This is an optimization exercise on Yosys and OpenROAD, whose aim is small area, not a production implementation.
No functional check of the RTL was part of this run.
No activity file was given, so power comes from the tool's default toggle rates.

### config.mk
export PLATFORM = sky130hd
export DESIGN_NAME = dot_entry_top
export DESIGN_NICKNAME = dot_entry_top
export VERILOG_FILES = /design/flow/design.v
export SDC_FILE = /design/flow/constraint.sdc
export NUM_CORES = 4
export LEC_CHECK = 0
export CAP_MARGIN = 20
export CORE_MARGIN = 2
export CORE_UTILIZATION = 40
export SLEW_MARGIN = 20
### design.v
`default_nettype none
package dot_entry_pkg;
	typedef enum logic [2:0] {
		PH_START,
		PH_LOAD_A,
		PH_WAIT_B,
		PH_LOAD_B,
		PH_WAIT_MAC,
		PH_MAC,
		PH_DONE
	} phase_e;
	typedef logic [16-1:0]        word_t;
	typedef logic [4-1:0]         nibble_t;
	typedef logic [$clog2(8)-1:0] elem_idx_t;
	typedef logic [8-1:0]         seg_t;       
endpackage
`default_nettype wire
`timescale 1ns/10ps
`default_nettype none
module hex_display (
	input  dot_entry_pkg::word_t disp_word,
	output dot_entry_pkg::seg_t  seg0,
	output dot_entry_pkg::seg_t  seg1,
	output dot_entry_pkg::seg_t  seg2,
	output dot_entry_pkg::seg_t  seg3
);
	function automatic dot_entry_pkg::seg_t seg_of(dot_entry_pkg::nibble_t nib);
		case (nib)
			4'h0: seg_of = 8'hC0;
			4'h1: seg_of = 8'hF9;
			4'h2: seg_of = 8'hA4;
			4'h3: seg_of = 8'hB0;
			4'h4: seg_of = 8'h99;
			4'h5: seg_of = 8'h92;
			4'h6: seg_of = 8'h82;
			4'h7: seg_of = 8'hF8;
			4'h8: seg_of = 8'h80;
			4'h9: seg_of = 8'h98;
			4'hA: seg_of = 8'h88;
			4'hB: seg_of = 8'h83;
			4'hC: seg_of = 8'hC6;
			4'hD: seg_of = 8'hA1;
			4'hE: seg_of = 8'h86;
			4'hF: seg_of = 8'h8E;
			default: seg_of = 8'hC0;
		endcase
	endfunction
	assign seg0 = seg_of(disp_word[3:0]);       
	assign seg1 = seg_of(disp_word[7:4]);
	assign seg2 = seg_of(disp_word[11:8]);
	assign seg3 = seg_of(disp_word[15:12]);
endmodule
`default_nettype wire
`timescale 1ns/10ps
`default_nettype none
module dot_entry_top (
	input  logic        clk2,
	input  logic        rst,
	input  logic        next_trigger,
	input  logic        key_valid,
	input  logic [3:0]  key_nibble,
	output logic [3:0]  phase_code,
	output logic [7:0]  tracker,
	output logic [7:0]  seg0,
	output logic [7:0]  seg1,
	output logic [7:0]  seg2,
	output logic [7:0]  seg3,
	output logic [15:0] dot_result
);
	logic [1:0]  phase;
	logic [5:0]  cnt;
	logic        hide;         
	logic [15:0] wr;
	logic [15:0] acc;
	logic [15:0] vec [7];
	logic ph_start, ph_a, ph_b, ph_done;
	logic loading, waiting, keyload, advance;
	logic [1:0]  nib;
	logic [3:0]  shown;        
	logic [15:0] wr_nxt;
	logic [15:0] mcand;
	logic [15:0] prod;
	logic [15:0] disp;
	assign ph_start = (phase == 2'd0);
	assign ph_a     = (phase == 2'd1);
	assign ph_b     = (phase == 2'd2);
	assign ph_done  = (phase == 2'd3);
	assign nib      = cnt[1:0];
	assign loading = (ph_a & ~cnt[5]) | (ph_b & cnt[5]);
	assign waiting = (ph_a & cnt[5]) | (ph_b & ~cnt[5]);
	assign keyload = loading & key_valid;
	assign advance = next_trigger & (ph_start | waiting);
	always_comb begin
		for (int j = 0; j < 4; j++)
			shown[j] = ~hide & ((nib == 2'd0) | (j[1:0] < nib));
	end
	always_comb begin
		for (int j = 0; j < 4; j++) begin
			if (j[1:0] == nib)
				wr_nxt[j*4 +: 4] = key_nibble;
			else if (j[1:0] < nib)
				wr_nxt[j*4 +: 4] = wr[j*4 +: 4];
			else if (nib == 2'd0)
				wr_nxt[j*4 +: 4] = vec[0][j*4-4 +: 4];
			else
				wr_nxt[j*4 +: 4] = wr[j*4-4 +: 4];
		end
	end
	always_comb begin
		for (int j = 0; j < 4; j++) begin
			if (nib == 2'd0)
				mcand[j*4 +: 4] = vec[0][j*4 +: 4];
			else if (j[1:0] >= nib)
				mcand[j*4 +: 4] = wr[j*4 +: 4];
			else
				mcand[j*4 +: 4] = 4'h0;
		end
	end
	logic [15:0] sum;
	logic s0, s1, s2, s3, s4, s5, s6, s7, s8, s9, s10, s11, s12, s13, s14, s15, s16, s17, s18, s19, s20, s21, s22, s23, s24, s25, s26, s27, s28, s29, s30, s31, s32, s33, s34, s35, s36, s37, s38, s39, s40, s41, s42, s43, s44, s45, s46, s47, s48, s49, s50, s51, s52, s53, s54, s55, s56, s57, c0, c1, c2, c3, c4, c5, c6, c7, c8, c9, c10, c11, c12, c13, c14, c15, c16, c17, c18, c19, c20, c21, c22, c23, c24, c25, c26, c27, c28, c29, c30, c31, c32, c33, c34, c35, c36, c37, c38, c39, c40, c41, c42, c43, c44, c45, c46, c47, c48, c49, c50, c51, c52, c53, c54, c55, c56, c57;
	assign s0 = acc[0] ^ (key_nibble[0] & mcand[0]);
	assign c0 = acc[0] & (key_nibble[0] & mcand[0]);
	assign s1 = acc[1] ^ (key_nibble[0] & mcand[1]) ^ (key_nibble[1] & mcand[0]);
	assign c1 = (acc[1] & (key_nibble[0] & mcand[1])) | ((key_nibble[1] & mcand[0]) & (acc[1] ^ (key_nibble[0] & mcand[1])));
	assign s2 = c0 ^ s1;
	assign c2 = c0 & s1;
	assign s3 = acc[2] ^ (key_nibble[0] & mcand[2]) ^ (key_nibble[1] & mcand[1]);
	assign c3 = (acc[2] & (key_nibble[0] & mcand[2])) | ((key_nibble[1] & mcand[1]) & (acc[2] ^ (key_nibble[0] & mcand[2])));
	assign s4 = (key_nibble[2] & mcand[0]) ^ c1 ^ s3;
	assign c4 = ((key_nibble[2] & mcand[0]) & c1) | (s3 & ((key_nibble[2] & mcand[0]) ^ c1));
	assign s5 = c2 ^ s4;
	assign c5 = c2 & s4;
	assign s6 = acc[3] ^ (key_nibble[0] & mcand[3]) ^ (key_nibble[1] & mcand[2]);
	assign c6 = (acc[3] & (key_nibble[0] & mcand[3])) | ((key_nibble[1] & mcand[2]) & (acc[3] ^ (key_nibble[0] & mcand[3])));
	assign s7 = (key_nibble[2] & mcand[1]) ^ (key_nibble[3] & mcand[0]) ^ c3;
	assign c7 = ((key_nibble[2] & mcand[1]) & (key_nibble[3] & mcand[0])) | (c3 & ((key_nibble[2] & mcand[1]) ^ (key_nibble[3] & mcand[0])));
	assign s8 = s6 ^ c4 ^ s7;
	assign c8 = (s6 & c4) | (s7 & (s6 ^ c4));
	assign s9 = c5 ^ s8;
	assign c9 = c5 & s8;
	assign s10 = acc[4] ^ (key_nibble[0] & mcand[4]) ^ (key_nibble[1] & mcand[3]);
	assign c10 = (acc[4] & (key_nibble[0] & mcand[4])) | ((key_nibble[1] & mcand[3]) & (acc[4] ^ (key_nibble[0] & mcand[4])));
	assign s11 = (key_nibble[2] & mcand[2]) ^ (key_nibble[3] & mcand[1]) ^ c6;
	assign c11 = ((key_nibble[2] & mcand[2]) & (key_nibble[3] & mcand[1])) | (c6 & ((key_nibble[2] & mcand[2]) ^ (key_nibble[3] & mcand[1])));
	assign s12 = s10 ^ c7 ^ s11;
	assign c12 = (s10 & c7) | (s11 & (s10 ^ c7));
	assign s13 = c8 ^ s12 ^ c9;
	assign c13 = (c8 & s12) | (c9 & (c8 ^ s12));
	assign s14 = acc[5] ^ (key_nibble[0] & mcand[5]) ^ (key_nibble[1] & mcand[4]);
	assign c14 = (acc[5] & (key_nibble[0] & mcand[5])) | ((key_nibble[1] & mcand[4]) & (acc[5] ^ (key_nibble[0] & mcand[5])));
	assign s15 = (key_nibble[2] & mcand[3]) ^ (key_nibble[3] & mcand[2]) ^ c10;
	assign c15 = ((key_nibble[2] & mcand[3]) & (key_nibble[3] & mcand[2])) | (c10 & ((key_nibble[2] & mcand[3]) ^ (key_nibble[3] & mcand[2])));
	assign s16 = s14 ^ c11 ^ s15;
	assign c16 = (s14 & c11) | (s15 & (s14 ^ c11));
	assign s17 = c12 ^ s16 ^ c13;
	assign c17 = (c12 & s16) | (c13 & (c12 ^ s16));
	assign s18 = acc[6] ^ (key_nibble[0] & mcand[6]) ^ (key_nibble[1] & mcand[5]);
	assign c18 = (acc[6] & (key_nibble[0] & mcand[6])) | ((key_nibble[1] & mcand[5]) & (acc[6] ^ (key_nibble[0] & mcand[6])));
	assign s19 = (key_nibble[2] & mcand[4]) ^ (key_nibble[3] & mcand[3]) ^ c14;
	assign c19 = ((key_nibble[2] & mcand[4]) & (key_nibble[3] & mcand[3])) | (c14 & ((key_nibble[2] & mcand[4]) ^ (key_nibble[3] & mcand[3])));
	assign s20 = s18 ^ c15 ^ s19;
	assign c20 = (s18 & c15) | (s19 & (s18 ^ c15));
	assign s21 = c16 ^ s20 ^ c17;
	assign c21 = (c16 & s20) | (c17 & (c16 ^ s20));
	assign s22 = acc[7] ^ (key_nibble[0] & mcand[7]) ^ (key_nibble[1] & mcand[6]);
	assign c22 = (acc[7] & (key_nibble[0] & mcand[7])) | ((key_nibble[1] & mcand[6]) & (acc[7] ^ (key_nibble[0] & mcand[7])));
	assign s23 = (key_nibble[2] & mcand[5]) ^ (key_nibble[3] & mcand[4]) ^ c18;
	assign c23 = ((key_nibble[2] & mcand[5]) & (key_nibble[3] & mcand[4])) | (c18 & ((key_nibble[2] & mcand[5]) ^ (key_nibble[3] & mcand[4])));
	assign s24 = s22 ^ c19 ^ s23;
	assign c24 = (s22 & c19) | (s23 & (s22 ^ c19));
	assign s25 = c20 ^ s24 ^ c21;
	assign c25 = (c20 & s24) | (c21 & (c20 ^ s24));
	assign s26 = acc[8] ^ (key_nibble[0] & mcand[8]) ^ (key_nibble[1] & mcand[7]);
	assign c26 = (acc[8] & (key_nibble[0] & mcand[8])) | ((key_nibble[1] & mcand[7]) & (acc[8] ^ (key_nibble[0] & mcand[8])));
	assign s27 = (key_nibble[2] & mcand[6]) ^ (key_nibble[3] & mcand[5]) ^ c22;
	assign c27 = ((key_nibble[2] & mcand[6]) & (key_nibble[3] & mcand[5])) | (c22 & ((key_nibble[2] & mcand[6]) ^ (key_nibble[3] & mcand[5])));
	assign s28 = s26 ^ c23 ^ s27;
	assign c28 = (s26 & c23) | (s27 & (s26 ^ c23));
	assign s29 = c24 ^ s28 ^ c25;
	assign c29 = (c24 & s28) | (c25 & (c24 ^ s28));
	assign s30 = acc[9] ^ (key_nibble[0] & mcand[9]) ^ (key_nibble[1] & mcand[8]);
	assign c30 = (acc[9] & (key_nibble[0] & mcand[9])) | ((key_nibble[1] & mcand[8]) & (acc[9] ^ (key_nibble[0] & mcand[9])));
	assign s31 = (key_nibble[2] & mcand[7]) ^ (key_nibble[3] & mcand[6]) ^ c26;
	assign c31 = ((key_nibble[2] & mcand[7]) & (key_nibble[3] & mcand[6])) | (c26 & ((key_nibble[2] & mcand[7]) ^ (key_nibble[3] & mcand[6])));
	assign s32 = s30 ^ c27 ^ s31;
	assign c32 = (s30 & c27) | (s31 & (s30 ^ c27));
	assign s33 = c28 ^ s32 ^ c29;
	assign c33 = (c28 & s32) | (c29 & (c28 ^ s32));
	assign s34 = acc[10] ^ (key_nibble[0] & mcand[10]) ^ (key_nibble[1] & mcand[9]);
	assign c34 = (acc[10] & (key_nibble[0] & mcand[10])) | ((key_nibble[1] & mcand[9]) & (acc[10] ^ (key_nibble[0] & mcand[10])));
	assign s35 = (key_nibble[2] & mcand[8]) ^ (key_nibble[3] & mcand[7]) ^ c30;
	assign c35 = ((key_nibble[2] & mcand[8]) & (key_nibble[3] & mcand[7])) | (c30 & ((key_nibble[2] & mcand[8]) ^ (key_nibble[3] & mcand[7])));
	assign s36 = s34 ^ c31 ^ s35;
	assign c36 = (s34 & c31) | (s35 & (s34 ^ c31));
	assign s37 = c32 ^ s36 ^ c33;
	assign c37 = (c32 & s36) | (c33 & (c32 ^ s36));
	assign s38 = acc[11] ^ (key_nibble[0] & mcand[11]) ^ (key_nibble[1] & mcand[10]);
	assign c38 = (acc[11] & (key_nibble[0] & mcand[11])) | ((key_nibble[1] & mcand[10]) & (acc[11] ^ (key_nibble[0] & mcand[11])));
	assign s39 = (key_nibble[2] & mcand[9]) ^ (key_nibble[3] & mcand[8]) ^ c34;
	assign c39 = ((key_nibble[2] & mcand[9]) & (key_nibble[3] & mcand[8])) | (c34 & ((key_nibble[2] & mcand[9]) ^ (key_nibble[3] & mcand[8])));
	assign s40 = s38 ^ c35 ^ s39;
	assign c40 = (s38 & c35) | (s39 & (s38 ^ c35));
	assign s41 = c36 ^ s40 ^ c37;
	assign c41 = (c36 & s40) | (c37 & (c36 ^ s40));
	assign s42 = acc[12] ^ (key_nibble[0] & mcand[12]) ^ (key_nibble[1] & mcand[11]);
	assign c42 = (acc[12] & (key_nibble[0] & mcand[12])) | ((key_nibble[1] & mcand[11]) & (acc[12] ^ (key_nibble[0] & mcand[12])));
	assign s43 = (key_nibble[2] & mcand[10]) ^ (key_nibble[3] & mcand[9]) ^ c38;
	assign c43 = ((key_nibble[2] & mcand[10]) & (key_nibble[3] & mcand[9])) | (c38 & ((key_nibble[2] & mcand[10]) ^ (key_nibble[3] & mcand[9])));
	assign s44 = s42 ^ c39 ^ s43;
	assign c44 = (s42 & c39) | (s43 & (s42 ^ c39));
	assign s45 = c40 ^ s44 ^ c41;
	assign c45 = (c40 & s44) | (c41 & (c40 ^ s44));
	assign s46 = acc[13] ^ (key_nibble[0] & mcand[13]) ^ (key_nibble[1] & mcand[12]);
	assign c46 = (acc[13] & (key_nibble[0] & mcand[13])) | ((key_nibble[1] & mcand[12]) & (acc[13] ^ (key_nibble[0] & mcand[13])));
	assign s47 = (key_nibble[2] & mcand[11]) ^ (key_nibble[3] & mcand[10]) ^ c42;
	assign c47 = ((key_nibble[2] & mcand[11]) & (key_nibble[3] & mcand[10])) | (c42 & ((key_nibble[2] & mcand[11]) ^ (key_nibble[3] & mcand[10])));
	assign s48 = s46 ^ c43 ^ s47;
	assign c48 = (s46 & c43) | (s47 & (s46 ^ c43));
	assign s49 = c44 ^ s48 ^ c45;
	assign c49 = (c44 & s48) | (c45 & (c44 ^ s48));
	assign s50 = acc[14] ^ (key_nibble[0] & mcand[14]) ^ (key_nibble[1] & mcand[13]);
	assign c50 = (acc[14] & (key_nibble[0] & mcand[14])) | ((key_nibble[1] & mcand[13]) & (acc[14] ^ (key_nibble[0] & mcand[14])));
	assign s51 = (key_nibble[2] & mcand[12]) ^ (key_nibble[3] & mcand[11]) ^ c46;
	assign c51 = ((key_nibble[2] & mcand[12]) & (key_nibble[3] & mcand[11])) | (c46 & ((key_nibble[2] & mcand[12]) ^ (key_nibble[3] & mcand[11])));
	assign s52 = s50 ^ c47 ^ s51;
	assign c52 = (s50 & c47) | (s51 & (s50 ^ c47));
	assign s53 = c48 ^ s52 ^ c49;
	assign c53 = (c48 & s52) | (c49 & (c48 ^ s52));
	assign s54 = acc[15] ^ (key_nibble[0] & mcand[15]) ^ (key_nibble[1] & mcand[14]);
	assign s55 = (key_nibble[2] & mcand[13]) ^ (key_nibble[3] & mcand[12]) ^ c50;
	assign s56 = s54 ^ c51 ^ s55;
	assign s57 = c52 ^ s56 ^ c53;
	assign sum[0] = s0;
	assign sum[1] = s2;
	assign sum[2] = s5;
	assign sum[3] = s9;
	assign sum[4] = s13;
	assign sum[5] = s17;
	assign sum[6] = s21;
	assign sum[7] = s25;
	assign sum[8] = s29;
	assign sum[9] = s33;
	assign sum[10] = s37;
	assign sum[11] = s41;
	assign sum[12] = s45;
	assign sum[13] = s49;
	assign sum[14] = s53;
	assign sum[15] = s57;
	assign prod = sum;
	always_ff @(posedge clk2 or posedge rst) begin
		if (rst) begin
			phase <= 2'd0;
			cnt   <= '0;
			hide  <= 1'b0;
			wr    <= 16'h172E;
			acc   <= '0;
		end else begin
			if (advance)
				phase <= phase + 2'd1;
			if (keyload)
				cnt <= cnt + 6'd1;
			if (keyload)
				hide <= 1'b0;
			else if (advance & ~ph_b)
				hide <= 1'b1;
			if (keyload)
				wr <= wr_nxt;
			else if (advance & ph_b)
				wr <= acc;
			if (keyload & ph_b)
				acc <= prod;
		end
	end
	always_ff @(posedge clk2) begin
		if (keyload & (nib == 2'd0)) begin
			for (int i = 0; i < 6; i++)
				vec[i] <= vec[i+1];
			vec[6] <= wr;
		end
	end
	always_comb begin
		for (int j = 0; j < 4; j++)
			disp[j*4 +: 4] = shown[j] ? wr[j*4 +: 4] : 4'h0;
	end
	assign phase_code = {ph_done, ph_b, ph_a, ph_start};
	assign tracker    = loading ? ~(8'h01 << cnt[4:2]) : 8'hFF;
	assign dot_result = wr;
	hex_display disp_i (
		.disp_word (disp),
		.seg0      (seg0),
		.seg1      (seg1),
		.seg2      (seg2),
		.seg3      (seg3)
	);
endmodule
`default_nettype wire
### standard.sh
#!/bin/bash
# synth_recipe.tcl (not shown) runs the flow's synth.tcl, then flattens the netlist and writes it again
# the make line also repeats each setting of config.mk as NAME=value (left out here)
make -C /OpenROAD-flow-scripts/flow DESIGN_CONFIG=/design/flow/config.mk WORK_HOME=/design/flow/orfs CLKGATE_MAP_FILE= SYNTH_SCRIPT=/design/flow/synth_recipe.tcl "${@:-finish}"
### constraint.sdc
create_clock -name core_clock -period 10.0 [get_ports {clk2}]
set_input_delay 2.0000 -clock core_clock [delete_from_list [all_inputs] [get_ports {clk2}]]
set_output_delay 2.0000 -clock core_clock [all_outputs]
set_load 0.01 [all_outputs]
### flow/run.sh
#!/bin/bash
# Standard layout, with each tool's output in a log file of its own
bash standard.sh > standard.log 2>&1
==> run summary <==
[cell type report]
type	count	area (sq um)
Inverter	76	288
Fill cell	1916	11000
Multi-Input combinational cell	437	3630
Timing Repair Buffer	71	691
Clock buffer	19	433
Sequential cell	153	4400
Tap cell	275	344
Clock inverter	13	134
[routing by layer]
| layer | part of all wire, % | track usage (%) |
|---|---|---|
| met1 | 45 | 21.4 |
| met2 | 48 | 25.9 |
| met3 | 4.7 | 2.93 |
| met4 | 1.9 | 5.85 |
| met5 | 0 | 0 |
[registers in the layout, summed over array words and instances (netlist names)]
name	cells
acc	16
hide	1
wr	16
vec	112
cnt	6
phase	2
[cell usage in the layout (no fill, tap or decap), drive strengths merged, types with 2 or more instances in the layout]
cell           count
clkinvlp           3
ha                32
xnor2              7
o22ai              8
clkdlybuf4s50     63
inv               83
mux2              28
o221ai             5
mux2i             26
edfxtp           112
a31oi             10
nor2b              7
and3               4
nor3               2
and2              17
a211oi             7
o22a               2
clkinv             2
xor2               2
clkbuf            19
a22o              10
a21oi             28
o31ai              3
nand4              6
o21ai             29
nand2b             8
fa                50
buf                8
o211ai             4
dfrtp             33
nor2              45
o21a               4
nand3             20
dfstp              8
conb               4
nand2             61
[cell families (layout without fill, tap and decap cells)]
family	after synthesis	after routing
buffers and inverters	122	179
muxes	54	54
xor gates and xnor gates	10	10
DFF	153	153
adders and majority gates	82	82
and+or+nand+nor	174	174
AOI/OAI and AO/OA	113	113
other	1	4
[per-stage QoR]
step	cells	util, %	instance area [sq um]	total power, uW	setup WS [ns]
2_1_floorplan	712	-	8540	2040	0.590
5_1_grt	1044	47.3	9920	3380	0.223
3_5_place_dp	1012	44.6	9350	2540	0.0821
3_3_place_gp	1012	44.6	9350	2500	0.255
4_1_cts	1044	47.3	9920	3180	0.517
6_report	1044	47.3	9920	3140	0.529
[power by group through the flow]
stage | clock, uW | combinational, uW | sequential [uW]
3_5_place_dp | 0 | 1470 | 1070
3_3_place_gp | 0 | 1440 | 1060
2_1_floorplan | 0 | 1050 | 995
4_1_cts | 634 | 1490 | 1060
6_report | 618 | 1470 | 1050
5_1_grt | 660 | 1640 | 1080
[final timing paths]
check | start | end | slack (ns) | depth (start not counted)
min in group asynchronous | rst | cnt[5]$_DFFE_PP0P_ | 2.04 | 3
max in group asynchronous | rst | wr[12]$_DFFE_PP1P_ | 7.57 | 3
setup / recovery | key_nibble[0] | acc[15]$_DFFE_PP0P_ | 0.53 | 23
setup reg to reg | cnt[1]$_DFFE_PP0P_ | acc[15]$_DFFE_PP0P_ | 1.46 | 26
hold reg to reg | vec[4][5]$_DFFE_PP_ | vec[3][5]$_DFFE_PP_ | 0.42 | 0
hold / removal | vec[4][5]$_DFFE_PP_ | vec[3][5]$_DFFE_PP_ | 0.42 | 0
==> metrics.md <==
| Metric | Value |
|---|---|
| Number of buffers inserted by hold repair at cts | 0 |
| Number of iterations in the first detailed-routing pass | 5 |
| Sinks on Clock Net | ~150 |
| Crit path launch type | primary input |
| Net switching power figure | around 1200 uW |
| TritonCTS clock tree | yes |
| Cell type with the largest total area after synthesis | edfxtp_1 |
| Proportion of total power due to net switching | 39.3% |
| Worst endpoint data arrival time | 9.81 ns |
| Std-Cell Rows | 53 |
| Number of nets with antenna violations after detailed routing | 0 |
| Max Buffers Root-to-Sink | 2 |
| First-pass GRT wire length | 27600 um |
| Combinational fraction of design power | between 40% and 50% |
| Final TNS setup | 0 ns |
| Total die area | roughly 23000 sq um |
| Sequential cell fraction of total power | between 30% and 40% |
| Class of the tightest hold or removal check | reg -> reg |
| Die Span X | between 150 and 200 um |
| Clk pwr share | 19.7% |
| Layout area overhead | 16.3% |
| Count of buffers from port buffering | 63 |
| Flip-flop and latch count after synthesis | roughly 150 |
| Basic-gate share of the synthesized area counting and, or, nand and nor cells | 9.37% |
| Number of enable flip-flop cells after synthesis | 112 |
| H-tree levels | 4 |
| Number of top-level pins | slightly below 70 |
| LEAKAGE | 0.00396 uW |
| Cells after Synth | 709 |
| Data required time at the worst endpoint | approximately 10 ns |
| Largest fanout of any net on the critical path | 4 |
| Max Clock Freq | approximately 110 MHz |
| Post-synthesis cell type count | 49 |
| Average wire per standard cell | ~16 um |
| Pwr per Cell Area | 317 nW/um^2 |
| Vias in the first global route | approximately 5.4k |
| Worst hold slack | 0.418 ns |
| IR drop worst, VDD | 0.181 mV |
| Most Frequent Cell on Critical Path | fa_1 |
| Xor and xnor area share after synthesis | 1.19% |
| Largest cells by area after synthesis | edfxtp_1, fa_1, dfrtp_1 |
| DRC violations left | 0 |
| Routed wire length | 17000 um |
| Combinational family with the most area after synthesis | adder cells |
| Mean post-synth cell area | around 12 sq um |
| Initial core utilization | 40.7% |
| Max-Cap Viols | 0 |
| Path type of the worst setup path | in -> reg |
| Final cycle utilization of the critical path | between 90% and 100% |
| Clock latency on the worst-skew pair | 0.42 ns |
| Critical Path Max Stage Delay | 0.58 ns |
| Portion of netlist area occupied by mux cells | approximately 7% |
| Slowest cell on crit path | clkdlybuf4s50_1 |
| Vias per inst | 5.11 |
| Diodes inserted | 0 |
| Number of warnings reported in the yosys synthesis log | 5 |
| Number of antenna violations at the first check in global routing | 0 |
| Post-route minimum period | ~9.5 ns |
| Synthesized-area fraction occupied by ao, oa, aoi and oai cells | between 8 and 9% |
| Layout cells sized above 1 | 9.23% |
| Grt total ovfl | 0 |
| Top cell family by delay on the critical path | adder cells |
| List of most frequent post-synthesis cells | edfxtp_1, inv_1, nand2_1, fa_1, nor2_1 |
| Largest net degree at the start of global routing | 66 |
| Tot GR Track Use | 15.9% |
| Max_slew headroom | 28.2% |
| Post-CTS Setup Bufs | 0 |
| Post-synthesis sequential area ratio | 51.6% |
| Critical path cell sequence | clkdlybuf4s50_1, nand3_1, fa_1, fa_1, fa_1, inv_1, ha_1, fa_1, fa_1, fa_1, fa_1, fa_1, fa_1, fa_1, fa_1, fa_1, fa_1, fa_1, xnor2_1, xnor2_1, xnor3_1, mux2i_1, xnor2_1 |
| Async S/R FF share, synth | 26.8% |
| Core region area | 21000 sq um |
| Skew final | 0.00900 ns |
| Number of buffers and inverters on the critical path | 2 |
| Most common cell in the netlist | edfxtp_1 |
| Setup crit end kind | flip-flop |
| Inserted Clock Buffers | 17 |
| Worst Max-Slew Pin Slew | 1.07 ns |
| Internal cell power | roughly 1900 uW |
| Prevailing post-synth register cell | edfxtp_1 |
| Synth Area in Adders | 16.4% |
| Setup repair after global routing missed its margin | no |
| Drt first-iter violations | 299 |
| Gp weighted congestion | between 0.8 and 0.9 |
| Final hold violations | 0 |
| Die extent in y | between 150 and 200 um |
| Status | no timing/DRC/antenna violations |
| Number of pins exceeding their max-slew limit in the final report | 0 |
| Quantity of gates resized following cts | 0 |
| Cell area after synthesis | 8530 sq um |
| DP Wirelength | 12000 um |
| Clk slew on worst S/H paths | 0.06 ns |
| Master cell of the clock root buffer | clkbuf_16 |
| Synth top area share | around two fifths |
| DR vias | approximately 5.3k |
| Net total in the final layout | 846 |
| Final setup vio count | 0 |

-- afterwards: timing with drivers on the ports --
The results above use ideal ports. As a check the final layout listed here was re-extracted and re-timed, cells and wires unchanged.
Step 1 assumes that a clkbuf_16 drives the clock port and a buf_2 every other input.
Step 2 also shifts input and output timing later by t, the mid clock arrival at the registers, as if the neighbouring blocks saw the same clock.
a / b / c = ideal / step 1 / step 2; a / b = the first two.
shift t [ns]: 0.458
slack for setup (ns): 0.529 / 0.517 / 0.059
worst hold slack (ns): 0.418 / 0.418 / 0.418
worst setup path at the end: input to register
slew at the worst register clock pin (ns): 0.06 / 0.06
After both steps setup and hold are still met in this run. The setup slack of this run moves by -0.012 ns with the drivers and by -0.470 ns with both steps.
